Context: an optimization exercise on an open-source flow, tuned for small area, a short achievable clock period and few clock cycles per item. The choices shown serve that exercise and are no tape-out recipe. Function was checked by simulation only, so behaviour that the tests miss may differ from the original. Power is estimated from default activity; no workload was simulated.

## red
==> flow/design.v (excerpt) <==
module snn_ff_core
(
    input  logic       CLK,
    input  logic       rst,
    input  logic [4:0] aer_in_addr,     
    input  logic       aer_in_req,
    output logic       aer_in_ack,
    input  logic       prog_en,
    input  logic [3:0] prog_pre,
    input  logic [2:0] prog_post,
    input  logic [7:0] prog_weight,
    output logic [2:0] aer_out_addr,
    output logic       aer_out_req,
    input  logic       aer_out_ack,
    output logic       sample_done,
    output logic [9:0] goodness
);
==> flow/config.mk <==
export PLATFORM = sky130hd
export DESIGN_NAME = snn_ff_core
export DESIGN_NICKNAME = snn_ff_core
export VERILOG_FILES = /design/flow/design.v
export SDC_FILE = /design/flow/constraint.sdc
export NUM_CORES = 4
export LEC_CHECK = 0
export CAP_MARGIN = 30
export CORE_MARGIN = 2
export CORE_UTILIZATION = 50
export CTS_BUF_LIST = sky130_fd_sc_hd__clkbuf_8
export CTS_CLUSTER_DIAMETER = 60
export CTS_CLUSTER_SIZE = 16
export SETUP_SLACK_MARGIN = 5
export SLEW_MARGIN = 30
export SYNTH_HIERARCHICAL = 1
==> flow/constraint.sdc <==
create_clock -name core_clock -period 9.0 [get_ports {CLK}]
set_input_delay 1.8000 -clock core_clock [delete_from_list [all_inputs] [get_ports {CLK}]]
set_output_delay 1.8000 -clock core_clock [all_outputs]
set_load 0.01 [all_outputs]
run.sh (not shown) runs the stock make flow with config.mk's settings and CLKGATE_MAP_FILE= SYNTH_SCRIPT=/design/flow/synth_recipe.tcl, a recipe that flattens the netlist after the stock synthesis.
red ran to completion and came out clean on the timing, DRC and antenna checks.
Testbench counts of red, summed over its fixed seeds: cycles 31,429, samples 384.
Here is what was changed in the inputs of blue compared with red.
--- a/flow/design.v
+++ b/flow/design.v
@@ -42,41 +42,46 @@
     localparam int NPRE  = 16;
     localparam int NPOST = 8;
     localparam int QD    = 2;                
     localparam int QW    = $clog2(QD + 1);
     logic [NPOST*8-1:0] st [NPRE];
     logic [3:0]         ph;
     logic       bv, av;          
     logic [3:0] bj;              
     logic [2:0] aj;              
     logic [2:0] bq, aq;          
     logic [7:0] bw, aw;          
-    assign bv = prog_en;
-    assign bj = prog_pre + ph + 4'd1;
-    assign bq = prog_post;
-    assign bw = prog_weight;
     always_ff @(posedge CLK) begin
         ph <= ph + 1'b1;
+        bj <= prog_pre + ph + 4'd2;
+        bq <= prog_post;
+        bw <= prog_weight;
         aj <= bj[3:1] + 3'd1;
         aq <= bq;
         aw <= bw;
-        if (rst) av <= 1'b0;
-        else     av <= bv & bj[0];
+        if (rst) begin
+            bv <= 1'b0;
+            av <= 1'b0;
+        end else begin
+            bv <= prog_en;
+            av <= bv & bj[0] & ~(prog_en && prog_post == bq &&
+                                 prog_pre + ph + 4'd2 == bj + 4'd1);
+        end
     end
     logic [NPOST-1:0] selb [NPRE/2];
     logic [NPOST-1:0] sela [NPRE/2];
     always_comb begin
         for (int m = 0; m < NPRE / 2; m++) begin
             for (int q = 0; q < NPOST; q++) begin
                 selb[m][q] = bv && !bj[0] && bj[3:1] == 3'(m) && bq == 3'(q);
-                sela[m][q] = av && aj == 3'(m) && aq == 3'(q) && !selb[m][q];
+                sela[m][q] = av && aj == 3'(m) && aq == 3'(q);
             end
         end
     end
     logic [7:0] st_in [NPRE/2][NPOST];
     for (genvar m = 0; m < NPRE / 2; m++) begin : g_inj
         for (genvar q = 0; q < NPOST; q++) begin : g_q
             snn_aoi222 #(.W(8)) u_inj (
                 .a(sela[m][q]), .da((m % 2 == 1) ? aw : ~aw),
                 .b(selb[m][q]), .db((m % 2 == 1) ? bw : ~bw),
                 .c(!sela[m][q] && !selb[m][q]), .dc(st[(2*m+NPRE-1)%NPRE][q*8 +: 8]),
                 .y(st_in[m][q])
@@ -84,30 +89,32 @@
         end
     end
     always_ff @(posedge CLK) begin
         for (int m = 0; m < NPRE / 2; m++) begin
             st[2*m+1] <= st[2*m];
             for (int q = 0; q < NPOST; q++) begin
                 st[2*m][q*8 +: 8] <= st_in[m][q];
             end
         end
     end
     logic            in_rdy;         
+    logic            in_ackd;        
+    logic            in_acken;       
     logic            wv;             
     logic            wt;             
     logic [NPRE-1:0] wsel;           
     logic [1:0]      wpos;           
     logic            wfirst;         
     logic            take;
     logic            go;             
-    assign aer_in_ack = aer_in_req & in_rdy;
+    assign aer_in_ack = aer_in_req & in_acken;
     assign take       = aer_in_req & in_rdy;
     logic [3:0] rpos;
     assign rpos = aer_in_addr[3:0] + ph + 4'd1;
     always_ff @(posedge CLK) begin
         if (take) wt <= aer_in_addr[4];
         if (take) begin
             wpos <= rpos[1:0];
             for (int p = 0; p < NPRE; p++) wsel[p] <= (rpos == 4'(p));
         end else begin
             wpos <= wpos + 1'b1;
             wsel <= {wsel[NPRE-2:0], wsel[NPRE-1]};
@@ -207,32 +214,39 @@
             qn    <= qn_n;
             ack_q <= aer_out_ack;
         end
         ha <= ha_n;
     end
     always_ff @(posedge CLK) begin
         for (int i = 0; i < QD; i++) begin
             if (pushq && qn - pop == QW'(i)) qe[i] <= {last, fmask};
             else if (pop && i < QD - 1)               qe[i] <= qe[i + 1];
         end
     end
+    logic rdy_n, ackd_n;
+    assign ackd_n = take | (in_ackd & aer_in_req);
+    assign rdy_n  = ~ackd_n & ~prog_en & ~(take ? (aer_in_addr[4] & (qn_n == QD))
+                      : (wv & ~go & wt & (qn_n == QD)));
     always_ff @(posedge CLK) begin
         if (rst) begin
             wv      <= 1'b0;
             in_rdy  <= 1'b1;
+            in_ackd <= 1'b0;
+            in_acken <= 1'b1;
             tick_no <= '0;
             for (int i = 0; i < NPOST; i++) mem[i] <= '0;
         end else begin
             wv     <= take | (wv & ~go);
-            in_rdy <= ~(take ? (aer_in_addr[4] & (qn_n == QD))
-                             : (wv & ~go & wt & (qn_n == QD)));
+            in_ackd  <= ackd_n;
+            in_rdy   <= rdy_n;
+            in_acken <= rdy_n | ackd_n;
             if (wv && !wt) begin
                 for (int i = 0; i < NH; i++) begin
                     if (hodd) mem[i + NH] <= mem_hn[i];
                     else      mem[i]      <= mem_hn[i];
                 end
             end
             if (go) begin
                 if (wt) begin
                     tick_no <= tick_no + 1'b1;
                     for (int i = 0; i < NPOST; i++) begin
                         if (fmask[i] || last) mem[i] <= '0;
[summary]
- Comparing worst-case setup slack after placement for red and blue, the bigger number came from blue.
- Any difference in die boundary width between blue and red is small enough to ignore.
- blue vs red on hold slack: blue is the higher one.
- On power, the lower figure sits with blue, not red.
- Combinational power on blue is down relative to red.
Testbench counts of blue, summed over its fixed seeds: cycles 31,437, samples 384.

what the ideal ports hide:
How much do the figures lean on ideal ports? The routed layouts below were timed once more, with nothing changed but the port constraints. Step 1 (the two cells are an assumption about what drives the block):
set clk [get_ports {CLK}]
set_driving_cell -lib_cell sky130_fd_sc_hd__clkbuf_16 $clk
set_driving_cell -lib_cell sky130_fd_sc_hd__buf_2 [delete_from_list [all_inputs] $clk]
Step 2, shift: input delay + t, output delay - t, t = (earliest + latest rising clock arrival at the registers) / 2. This alone moves slack from input paths to output paths. a / b / c = no drivers / after step 1 / after step 2; a / b = the first two.
run	t, ns	setup slack, ns	worst setup path after step 2
red	0.845	5.022 / 4.964 / 4.220	input to register
blue	0.813	5.022 / 5.002 / 4.425	input to register
After both steps setup and hold are still met in every run listed. The setup slack of red, which loses most, moves by -0.058 ns with the drivers and by -0.802 ns with both steps.
